Context: an optimization exercise on an open-source flow, tuned for small area and a short achievable clock period. The choices shown serve that exercise and are no tape-out recipe.
Only simulation tests tie the RTL to the original design; equivalence was not proved.
No activity file was given, so power comes from the tool's default toggle rates.

==> inputs of try-indigo <==
==> flow/design.v <==
`timescale 1ns/1ps
module router_input_queue (
  input  logic        clk,
  input  logic        rst,
  input  logic        wr_i,
  input  logic [33:0] data_i,
  input  logic        rd_i,
  output logic [33:0] data_o,
  output logic        empty_o,
  output logic        full_o
);
  logic [33:0] mem [4];
  logic [1:0]  rd_ptr;
  logic [1:0]  wr_ptr;
  logic        empty_q;
  logic        full_q;
  logic [3:0]  rd_sel;
  logic [1:0]  used;
  logic        one_left;      
  logic        three_held;    
  assign empty_o = empty_q;
  assign full_o  = full_q;
  always_comb begin
    for (int j = 0; j < 4; j++) begin
      rd_sel[j] = ~empty_q & (rd_ptr == 2'(j));
    end
    data_o = empty_q ? data_i : '0;
    for (int j = 0; j < 4; j++) begin
      data_o = data_o | ({34{rd_sel[j]}} & mem[j]);
    end
  end
  assign used       = wr_ptr - rd_ptr;
  assign one_left   = (used == 2'd1);
  assign three_held = (used == 2'd3);
  logic push_rd, push_nrd;
  logic empty_rd, empty_nrd, full_rd, full_nrd;
  assign push_nrd  = wr_i & ~full_q;
  assign push_rd   = wr_i & ~full_q & ~empty_q;
  assign empty_nrd = empty_q & ~push_nrd;
  assign empty_rd  = empty_q | (one_left & ~push_rd);
  assign full_nrd  = full_q | (three_held & push_nrd);
  assign full_rd   = 1'b0;
  logic [1:0] rd_ptr_rd, wr_ptr_rd, wr_ptr_nrd;
  assign rd_ptr_rd  = empty_q ? rd_ptr : rd_ptr + 1'b1;
  assign wr_ptr_rd  = push_rd ? wr_ptr + 1'b1 : wr_ptr;
  assign wr_ptr_nrd = push_nrd ? wr_ptr + 1'b1 : wr_ptr;
  always_ff @(posedge clk) begin
    if (rst) begin
      rd_ptr  <= '0;
      wr_ptr  <= '0;
      empty_q <= 1'b1;
      full_q  <= 1'b0;
    end else begin
      rd_ptr  <= rd_i ? rd_ptr_rd : rd_ptr;
      wr_ptr  <= rd_i ? wr_ptr_rd : wr_ptr_nrd;
      empty_q <= rd_i ? empty_rd : empty_nrd;
      full_q  <= rd_i ? full_rd : full_nrd;
    end
  end
  always_ff @(posedge clk) begin
    if (wr_i & ~full_o) begin
      mem[wr_ptr] <= data_i;
    end
  end
endmodule
`timescale 1ns/1ps
module xy_lookahead_route (
  input  logic [5:0] position_i,
  input  logic [5:0] destination_i,
  input  logic [4:0] route_i,
  output logic [3:0] cmp_o           
);
  logic [2:0] pos_x, pos_y, dst_x, dst_y, nb_x, nb_y;
  assign pos_x = position_i[5:3];
  assign pos_y = position_i[2:0];
  assign dst_x = destination_i[5:3];
  assign dst_y = destination_i[2:0];
  always_comb begin
    nb_x = route_i[3] ? pos_x + 1'b1 : (route_i[2] ? pos_x - 1'b1 : pos_x);
    nb_y = route_i[1] ? pos_y + 1'b1 : (route_i[0] ? pos_y - 1'b1 : pos_y);
  end
  assign cmp_o = route_i[4] ? 4'b0000 : {dst_x > nb_x, dst_x < nb_x, dst_y > nb_y, dst_y < nb_y};
endmodule
`timescale 1ns/1ps
module router_input_port (
  input  logic        clk,
  input  logic        rst,
  input  logic [5:0]  position_i,
  input  logic [34:0] link_i,
  input  logic        pop_i,
  output logic [33:0] head_o,
  output logic        valid_o,
  output logic [4:0]  request_o,
  output logic        stop_o
);
  logic        empty;
  logic [33:0] front;
  logic [3:0]  next_cmp;
  router_input_queue u_router_input_queue (
    .clk     (clk),
    .rst     (rst),
    .wr_i    (~link_i[34]),
    .data_i  (link_i[33:0]),
    .rd_i    (pop_i),
    .data_o  (front),
    .empty_o (empty),
    .full_o  (stop_o)
  );
  assign valid_o = ~(empty & link_i[34]);
  xy_lookahead_route u_xy_lookahead_route (
    .position_i    (position_i),
    .destination_i (front[25:20]),
    .route_i       (front[4:0]),
    .cmp_o         (next_cmp)
  );
  assign head_o = {front[33:5], front[33] ? {1'b0, next_cmp} : front[4:0]};
  assign request_o = {5{valid_o & front[33]}} & front[4:0];
endmodule
`timescale 1ns/1ps
module router_arbiter #(
  parameter int out_port = 0
) (
  input  logic       clk,
  input  logic       rst,
  input  logic [4:0] request_i,
  input  logic       fwd_i,
  input  logic       fwd_tail_i,
  output logic [4:0] grant_o,
  output logic [4:0] rr_grant_o,
  output logic [4:0] last_o,
  output logic       locked_o
);
  localparam int np = 5;
  logic [4:0]  last_q;    
  logic        locked_q;
  logic [4:0]  req;
  logic [4:0]  rr_grant;
  logic [24:0] ahead;     
  always_comb begin
    req = request_i;
    req[out_port] = 1'b0;
  end
  always_comb begin
    for (int j = 0; j < np; j++) begin
      for (int k = 0; k < np; k++) begin
        ahead[j*np + k] = 1'b0;
        for (int d = 0; d < np; d++) begin
          if (d < (j - k + np) % np) ahead[j*np + k] = ahead[j*np + k] | last_q[(k + d) % np];
        end
      end
    end
  end
  always_comb begin
    for (int k = 0; k < np; k++) begin
      rr_grant[k] = req[k];
      for (int j = 0; j < np; j++) begin
        if (j != k && j != out_port && k != out_port) begin
          rr_grant[k] = rr_grant[k] & ~(req[j] & ahead[j*np + k]);
        end
      end
    end
  end
  assign grant_o    = locked_q ? last_q : rr_grant;
  assign rr_grant_o = rr_grant;
  assign last_o     = last_q;
  assign locked_o   = locked_q;
  always_ff @(posedge clk) begin
    if (rst) begin
      last_q   <= 5'b10000;
      locked_q <= 1'b0;
    end else if (fwd_i) begin
      last_q   <= grant_o;
      locked_q <= ~fwd_tail_i;
    end
  end
endmodule
`timescale 1ns/1ps
module router_output_port #(
  parameter int out_port = 0
) (
  input  logic          clk,
  input  logic          rst,
  input  logic [169:0]  heads_i,
  input  logic [4:0]    valid_i,
  input  logic [4:0]    requests_i,
  input  logic          stop_i,
  output logic [4:0]    pop_o,
  output logic [34:0]   link_o
);
  localparam int np = 5;
  logic [4:0]  grant;
  logic [4:0]  rr_grant;
  logic [4:0]  last;
  logic        locked;
  logic        any_req;
  logic        held_valid;
  logic [33:0] xbar_flit;
  logic        xbar_valid;
  logic        fwd;
  logic        void_q;
  logic [33:0] flit_q;
  router_arbiter #(
    .out_port (out_port)
  ) u_router_arbiter (
    .clk        (clk),
    .rst        (rst),
    .request_i  (requests_i),
    .fwd_i      (fwd),
    .fwd_tail_i (xbar_flit[32]),
    .grant_o    (grant),
    .rr_grant_o (rr_grant),
    .last_o     (last),
    .locked_o   (locked)
  );
  always_comb begin
    xbar_flit = '0;
    for (int k = 0; k < np; k++) begin
      if (k != out_port) begin
        xbar_flit = xbar_flit | ({34{grant[k]}} & heads_i[k*34 +: 34]);
      end
    end
  end
  always_comb begin
    any_req    = 1'b0;
    held_valid = 1'b0;
    for (int k = 0; k < np; k++) begin
      if (k != out_port) begin
        any_req    = any_req | requests_i[k];
        held_valid = held_valid | (last[k] & valid_i[k]);
      end
    end
  end
  assign xbar_valid = locked ? held_valid : any_req;
  assign fwd        = xbar_valid & ~stop_i;
  always_comb begin
    for (int k = 0; k < np; k++) begin
      pop_o[k] = (k != out_port) ? (~stop_i & (locked ? last[k] & valid_i[k] : rr_grant[k])) : 1'b0;
    end
  end
  always_ff @(posedge clk) begin
    if (rst) begin
      void_q <= 1'b1;
    end else if (!stop_i) begin
      void_q <= ~xbar_valid;
    end
  end
  always_ff @(posedge clk) begin
    if (!stop_i) begin
      flit_q <= xbar_flit;
    end
  end
  logic [4:0] next_route;
  logic [3:0] c;
  assign c = flit_q[3:0];
  always_comb begin
    if (out_port == 4) begin
      next_route = 5'b10000;
    end else begin
      next_route[3] = c[3];
      next_route[2] = c[2];
      next_route[1] = ~c[3] & ~c[2] & c[1];
      next_route[0] = ~c[3] & ~c[2] & c[0];
      next_route[4] = ~(|c);
    end
  end
  assign link_o = {void_q, flit_q[33:5], flit_q[33] ? next_route : flit_q[4:0]};
endmodule
`timescale 1ns/1ps
module lookahead_router (
  input  logic         clk,
  input  logic         rst,
  input  logic [5:0]   position_i,
  input  logic [174:0] link_i,
  output logic [4:0]   stop_o,
  output logic [174:0] link_o,
  input  logic [4:0]   stop_i
);
  localparam int num_ports = 5;
  logic [169:0] heads;
  logic [4:0]   valids;
  logic [24:0]  requests;    
  logic [24:0]  req_by_out;  
  logic [24:0]  pops;        
  logic [4:0]   pop_in;
  logic [5:0]   position_q;
  always_ff @(posedge clk) begin
    position_q <= position_i;
  end
  always_comb begin
    pop_in = '0;
    for (int o = 0; o < num_ports; o++) begin
      pop_in = pop_in | pops[o*5 +: 5];
    end
    for (int o = 0; o < num_ports; o++) begin
      for (int i = 0; i < num_ports; i++) begin
        req_by_out[o*5 + i] = requests[i*5 + o];
      end
    end
  end
  for (genvar i = 0; i < num_ports; i++) begin : g_input
    router_input_port u_router_input_port (
      .clk       (clk),
      .rst       (rst),
      .position_i (position_q),
      .link_i    (link_i[i*35 +: 35]),
      .pop_i     (pop_in[i]),
      .head_o    (heads[i*34 +: 34]),
      .valid_o   (valids[i]),
      .request_o (requests[i*5 +: 5]),
      .stop_o    (stop_o[i])
    );
  end
  for (genvar o = 0; o < num_ports; o++) begin : g_output
    router_output_port #(
      .out_port (o)
    ) u_router_output_port (
      .clk        (clk),
      .rst        (rst),
      .heads_i    (heads),
      .valid_i    (valids),
      .requests_i (req_by_out[o*5 +: 5]),
      .stop_i     (stop_i[o]),
      .pop_o      (pops[o*5 +: 5]),
      .link_o     (link_o[o*35 +: 35])
    );
  end
endmodule
==> flow/flow/run.sh <==
#!/bin/bash
# Standard ORFS layout with plain buffers on the ports (one per port, as the
# standard flow does), a tighter setup target for the resizer and a clock
# tree built from smaller buffers without dummy loads.
set -euo pipefail
bash standard.sh \
  BUFFER_PORTS_ARGS="-buffer_cell sky130_fd_sc_hd__buf_1" \
  SLEW_MARGIN=40 CAP_MARGIN=30 \
  SETUP_SLACK_MARGIN=5.4 TNS_END_PERCENT=50 \
  CTS_ARGS="-sink_clustering_enable -repair_clock_nets -dont_use_dummy_load -buf_list sky130_fd_sc_hd__clkbuf_8 -sink_clustering_size 12 -sink_clustering_max_diameter 45" \
  finish > flow_make.log 2>&1
==> flow/standard.sh <==
#!/bin/bash
# synth_recipe.tcl (not shown) runs the flow's synth.tcl, then flattens the netlist and writes it again
# the make line also repeats each setting of config.mk as NAME=value (left out here)
make -C /OpenROAD-flow-scripts/flow DESIGN_CONFIG=/design/flow/config.mk WORK_HOME=/design/flow/orfs CLKGATE_MAP_FILE= SYNTH_SCRIPT=/design/flow/synth_recipe.tcl "${@:-finish}"
==> flow/config.mk <==
export PLATFORM = sky130hd
export DESIGN_NAME = lookahead_router
export DESIGN_NICKNAME = lookahead_router
export VERILOG_FILES = /design/flow/design.v
export SDC_FILE = /design/flow/constraint.sdc
export NUM_CORES = 4
export LEC_CHECK = 0
export CAP_MARGIN = 30
export CORE_MARGIN = 2
export CORE_UTILIZATION = 40
export SETUP_SLACK_MARGIN = 5
export SLEW_MARGIN = 40
==> flow/constraint.sdc <==
create_clock -name core_clock -period 9.0 [get_ports {clk}]
set_input_delay 1.8000 -clock core_clock [delete_from_list [all_inputs] [get_ports {clk}]]
set_output_delay 1.8000 -clock core_clock [all_outputs]
set_load 0.01 [all_outputs]
==> try-xenon: changes against try-indigo <==
==> flow/design.v, changed modules only <==
module router_input_queue (
  input  logic        clk,
  input  logic        rst,
  input  logic        wr_i,
  input  logic [33:0] data_i,
  input  logic        rd_i,
  output logic [33:0] data_o,
  output logic        empty_o,
  output logic        full_o
);
  logic [33:0] mem [4];
  logic [1:0]  rd_ptr;
  logic [1:0]  wr_ptr;
  logic        empty_q;
  logic        full_q;
  logic [3:0]  rd_sel;
  logic [1:0]  used;
  logic        one_left;      
  logic        three_held;    
  logic pop;
  assign empty_o = empty_q;
  assign full_o  = full_q;
  assign pop = rd_i & ~empty_q;
  always_comb begin
    for (int j = 0; j < 4; j++) begin
      rd_sel[j] = ~empty_q & (rd_ptr == 2'(j));
    end
    data_o = empty_q ? data_i : '0;
    for (int j = 0; j < 4; j++) begin
      data_o = data_o | ({34{rd_sel[j]}} & mem[j]);
    end
  end
  assign used       = wr_ptr - rd_ptr;
  assign one_left   = (used == 2'd1);
  assign three_held = (used == 2'd3);
  logic push_rd, push_nrd;
  logic empty_rd, empty_nrd, full_rd, full_nrd;
  assign push_nrd  = wr_i & ~full_q;
  assign push_rd   = wr_i & ~full_q & ~empty_q;
  assign empty_nrd = empty_q & ~push_nrd;
  assign empty_rd  = empty_q | (one_left & ~push_rd);
  assign full_nrd  = full_q | (three_held & push_nrd);
  assign full_rd   = 1'b0;
  always_ff @(posedge clk) begin
    if (rst) begin
      rd_ptr  <= '0;
      wr_ptr  <= '0;
      empty_q <= 1'b1;
      full_q  <= 1'b0;
    end else begin
      if (pop) begin
        rd_ptr <= rd_ptr + 1'b1;
      end
      if (rd_i ? push_rd : push_nrd) begin
        wr_ptr <= wr_ptr + 1'b1;
      end
      empty_q <= rd_i ? empty_rd : empty_nrd;
      full_q  <= rd_i ? full_rd : full_nrd;
    end
  end
  always_ff @(posedge clk) begin
    if (wr_i & ~full_o) begin
      mem[wr_ptr] <= data_i;
    end
  end
endmodule
--- a/flow/flow/run.sh
+++ b/flow/flow/run.sh
@@ -7,5 +7,5 @@
   BUFFER_PORTS_ARGS="-buffer_cell sky130_fd_sc_hd__buf_1" \
   SLEW_MARGIN=40 CAP_MARGIN=30 \
-  SETUP_SLACK_MARGIN=5.4 TNS_END_PERCENT=50 \
+  SETUP_SLACK_MARGIN=5.25 TNS_END_PERCENT=50 \
   CTS_ARGS="-sink_clustering_enable -repair_clock_nets -dont_use_dummy_load -buf_list sky130_fd_sc_hd__clkbuf_8 -sink_clustering_size 12 -sink_clustering_max_diameter 45" \
   finish > flow_make.log 2>&1
==> results.txt <==
metric                                                                                                 try-indigo                                    try-xenon
RePlAce Congestion                                                                                         0.9850                                       0.9582
Top-area cell type share of the netlist area                                                               0.6107                                       0.6144
Global-route wire length before repair                                                                  209500 µm                                    206200 µm
Post-synthesis cell count                                                                                    3286                                         3245
Number of non-clock inverters                                                                                  96                                          103
Part of the total power dissipated in combinational logic                                                   0.439                                        0.394
Detailed-route vias per instance                                                                            6.102                                        6.178
Number of CTS-inserted buffers                                                                                110                                          111
Number of global-route vias before repair                                                                   28660                                        28110
Data required, critical path                                                                              9.55 ns                                      9.62 ns
Post-route worst hold slack                                                                             0.4715 ns                                    0.4574 ns
Non-Clock Buffer Area Fraction                                                                            0.07840                                      0.05866
Outcome                                                                                            finished clean                               finished clean
Drt pass-1 iters                                                                                               13                                           17
Crit path time final                                                                                     3.715 ns                                     3.754 ns
Total power                                                                                              16.01 mW                                     14.69 mW
Setup Fix Bufs, Post-CTS                                                                                       56                                           20
Capture point of the worst reg-to-reg path                             g_output[0].u_router_output_port.flit_q[3]  g_output[0].u_router_output_port.flit_q[23]
Net switching share of the total power                                                                     0.4145                                       0.4107
Simple-Gate Fraction of Synth Area                                                                        0.08735                                      0.09279
Parity-gate share of the synthesized area counting xor and xnor cells                                    0.006496                                     0.006535
Number of nets in the layout                                                                                 3938                                         3779
ANT cells                                                                                                       5                                            9

[static timing again, ports no longer ideal]
The flow's constraints put no driver on any port. The routed layouts listed below were extracted and timed again, unchanged, in two steps. Step 1, drivers: a clkbuf_16 drives clk and a buf_2 each remaining input, both assumed. Step 2 times the ports against the registers' clock, not the clock port: input delays grow and output delays shrink by t, the midpoint of the rising clock arrivals with the driver on. a / b / c = no drivers / after step 1 / after step 2; a / b = the first two.
run	t (ns)	setup WS [ns]	worst hold slack (ns)	worst slew at a driven data input, ns
try-indigo	0.813	5.285 / 5.226 / 4.501	0.472 / 0.472 / 0.472	0.13
try-xenon	0.822	5.246 / 5.182 / 4.456	0.457 / 0.457 / 0.457	0.15
After both steps setup and hold are still met in every run listed. For try-xenon, which loses most, drivers alone change the setup slack by -0.064 ns; drivers and shift together by -0.790 ns.
